From an optimization exercise on the open Yosys and OpenROAD flow, aimed at small area; shortcuts taken in it are not production practice. The RTL was checked by simulation tests, not by an equivalence proof against the original design. Power is estimated from default activity; no workload was simulated.

== run A ==
==> flow/design.v (excerpt) <==
module playfield_rotator #(
  parameter int ITER = 12,
  parameter int CW   = 11
) (
  input  logic                 clk,
  input  logic                 reset,
  input  logic [9:0]           angle,
  input  logic                 update,
  input  logic [7:0]           scale,
  output logic                 busy,
  output logic                 coef_done,
  input  logic                 pix_valid,
  input  logic signed [CW-1:0] pix_x,
  input  logic signed [CW-1:0] pix_y,
  output logic                 out_valid,
  output logic signed [CW-1:0] rx,
  output logic signed [CW-1:0] ry
);
  logic [3:0] t;
  always_ff @(posedge clk) begin
    if (reset)          t <= 4'd0;
    else if (update)    t <= 4'd1;
    else if (t != 4'd0) t <= t + 4'd1;
  end
  assign busy      = (t != 4'd0) && (t != 4'd15);
  assign coef_done = (t == 4'd15);
  wire t11    = (t == 4'd11);
  wire t12    = (t == 4'd12);
  wire t13    = (t == 4'd13);
  wire t14    = (t == 4'd14);
  wire commit = t14 && !update;
  logic [1:0]         quad;
  logic [7:0]         sq;
  logic               msg;        
  logic signed [15:0] cx, cy;     
  logic signed [13:0] cz;         
  function automatic logic [13:0] atan_lut(input logic [3:0] i);
    case (i)
      4'd1:    atan_lut = 14'd4836;
      4'd2:    atan_lut = 14'd2555;
      4'd3:    atan_lut = 14'd1297;
      4'd4:    atan_lut = 14'd651;
      4'd5:    atan_lut = 14'd326;
      4'd6:    atan_lut = 14'd163;
      4'd7:    atan_lut = 14'd81;
      4'd8:    atan_lut = 14'd41;
      4'd9:    atan_lut = 14'd20;
      4'd10:   atan_lut = 14'd10;
      4'd11:   atan_lut = 14'd5;
      default: atan_lut = 14'd0;
    endcase
  endfunction
  wire               dir = t13 | (~cz[13] & ~t14);
  wire [3:0]         sh  = (t[3] & t[2]) ? 4'd0 : t;
  wire signed [15:0] xsh = cx >>> sh;
  wire signed [15:0] ysh = cy >>> sh;
  wire [15:0]        xs  = xsh & {16{~t13}};
  wire [16:0]        xop = {17{dir}} ^ {ysh[15], ysh};    
  ...
==> flow/config.mk <==
export PLATFORM = sky130hd
export DESIGN_NAME = playfield_rotator
export DESIGN_NICKNAME = playfield_rotator
export VERILOG_FILES = /design/flow/design.v
export SDC_FILE = /design/flow/constraint.sdc
export NUM_CORES = 4
export LEC_CHECK = 0
export ABC_AREA = 1
export CAP_MARGIN = 20
export CORE_MARGIN = 2
export CORE_UTILIZATION = 40
export SLEW_MARGIN = 20
export SYNTH_HIERARCHICAL = 1
export SYNTH_MINIMUM_KEEP_SIZE = 0
==> flow/constraint.sdc <==
create_clock -name core_clock -period 10.0 [get_ports {clk}]
set_input_delay 2.0000 -clock core_clock [delete_from_list [all_inputs] [get_ports {clk}]]
set_output_delay 2.0000 -clock core_clock [all_outputs]
set_load 0.01 [all_outputs]
standard.sh (not shown) runs the stock make flow with config.mk's settings and CLKGATE_MAP_FILE= SYNTH_SCRIPT=/design/flow/synth_recipe.tcl, a recipe that flattens the netlist after the stock synthesis.
==> flow/flow/run.sh <==
#!/bin/bash
# The standard layout (standard.sh), with two changes:
#  - the port buffers are the smallest buffer cell (buf_1);
#  - clock tree synthesis clusters up to 30 sinks per leaf buffer and inserts no
#    dummy loads.
# standard.sh's full output goes to standard.log; ORFS keeps each step's log
# under orfs/logs.
set -e
export BUFFER_PORTS_ARGS="-buffer_cell sky130_fd_sc_hd__buf_1"
export CTS_ARGS="-sink_clustering_enable -repair_clock_nets -sink_clustering_size 30 -sink_clustering_max_diameter 100 -dont_use_dummy_load"
bash standard.sh > standard.log 2>&1
Per the final summary, run A finished and its layout is clean on timing, DRC and antenna.
#### Input delta (run B over run A)
==> flow/run.sh (new file) <==
#!/bin/bash
# synth_recipe.tcl (not shown) runs the flow's synth.tcl, then flattens the netlist and writes it again
# the make line also repeats each setting of config.mk as NAME=value (left out here)
make -C /OpenROAD-flow-scripts/flow DESIGN_CONFIG=/design/flow/config.mk WORK_HOME=/design/flow/orfs CLKGATE_MAP_FILE= SYNTH_SCRIPT=/design/flow/synth_recipe.tcl finish
removed: flow/flow/run.sh
removed: flow/standard.sh
Final hold slack: run B better than run A
Compared to run A, run B has final-layout non-clock buffer area share 1.5 points higher.
Of run B and run A, it is run B that has the lower maximum frequency.
Going from run A to run B, the design area was found to have gone up by 850 um2.
Across both runs, endpoint arrival time on the critical path was higher for run B than for run A.
The clock share of power reported for run B is greater than that of run A by 4.2 points.
From run A to run B the numbers moved as follows: number of standard cells in the final layout excluding fillers rose by about 0.9%, setup slack of the critical path after layout now sits lower.
In run B, the post-route clock period utilization came out 2.0 points above the value in run A.
Higher required time at the worst-slack endpoint goes to run B over run A.
Here is what was changed in the inputs of run C compared with run B.
Settings: GPL_TIMING_DRIVEN newly set to 0.
==> flow/flow/run.sh (new file) <==
#!/bin/bash
# The standard layout (standard.sh), with these changes:
#  - the port buffers are the smallest buffer cell (buf_1);
#  - clock tree synthesis clusters up to 30 sinks per leaf buffer and inserts no
#    dummy loads.
# standard.sh's full output goes to standard.log; ORFS keeps each step's log
# under orfs/logs.
set -e
export BUFFER_PORTS_ARGS="-buffer_cell sky130_fd_sc_hd__buf_1"
export REMOVE_ABC_BUFFERS=1
export CTS_ARGS="-sink_clustering_enable -repair_clock_nets -sink_clustering_size 30 -sink_clustering_max_diameter 100 -dont_use_dummy_load"
bash standard.sh > standard.log 2>&1
==> flow/standard.sh (new file) <==
#!/bin/bash
# synth_recipe.tcl (not shown) runs the flow's synth.tcl, then flattens the netlist and writes it again
# the make line also repeats each setting of config.mk as NAME=value (left out here)
make -C /OpenROAD-flow-scripts/flow DESIGN_CONFIG=/design/flow/config.mk WORK_HOME=/design/flow/orfs CLKGATE_MAP_FILE= SYNTH_SCRIPT=/design/flow/synth_recipe.tcl "${@:-finish}"
removed: flow/run.sh
Results
Run B closes out successfully: all stages finished, all timing, DRC and antenna checks passed. Run C did not stop at any stage, and its layout met the timing, design-rule and antenna checks. Looking at run C and run B, the flip-flop and latch area is a wash. Sequential power delta (run C -> run B): insignificant. Share of power burned in combinational logic: run C > run B. Taking run B as the reference, in run C setup fix buffers added after clock tree synthesis now sits at about the same level; utilization dropped 1.9 points. Of the two values seen for top layer used by detailed routing, met4 was produced by run C and met5 by run B.

-- separate check: timing with driven ports --
No port has a modelled driver above. Below, the same layouts with a new extraction and two added sets of constraints. Step 1: set_driving_cell puts a clkbuf_16 on clk and a buf_2 on each other input, an assumption about the parent block. Step 2 adds t to the input delays and takes it off the output delays; t is the mean of the earliest and latest rising clock arrival at the registers after step 1. Input paths then give back, and output paths get back, about the clock's delay inside the block. Three values: ideal ports, drivers, drivers and shift; two values: the first two.
| run | t (ns) | setup slack, ns | slew at the worst register clock pin (ns) | worst data-port slew with drivers (ns) |
|---|---|---|---|---|
| run A | 0.561 | 1.044 / 1.044 / 1.044 | 0.10 / 0.10 | 0.06 |
| run B | 0.614 | 0.845 / 0.845 / 0.845 | 0.07 / 0.07 | 0.06 |
| run C | 0.558 | 0.295 / 0.295 / 0.295 | 0.12 / 0.12 | 0.05 |
After both steps every run listed still meets setup and hold.
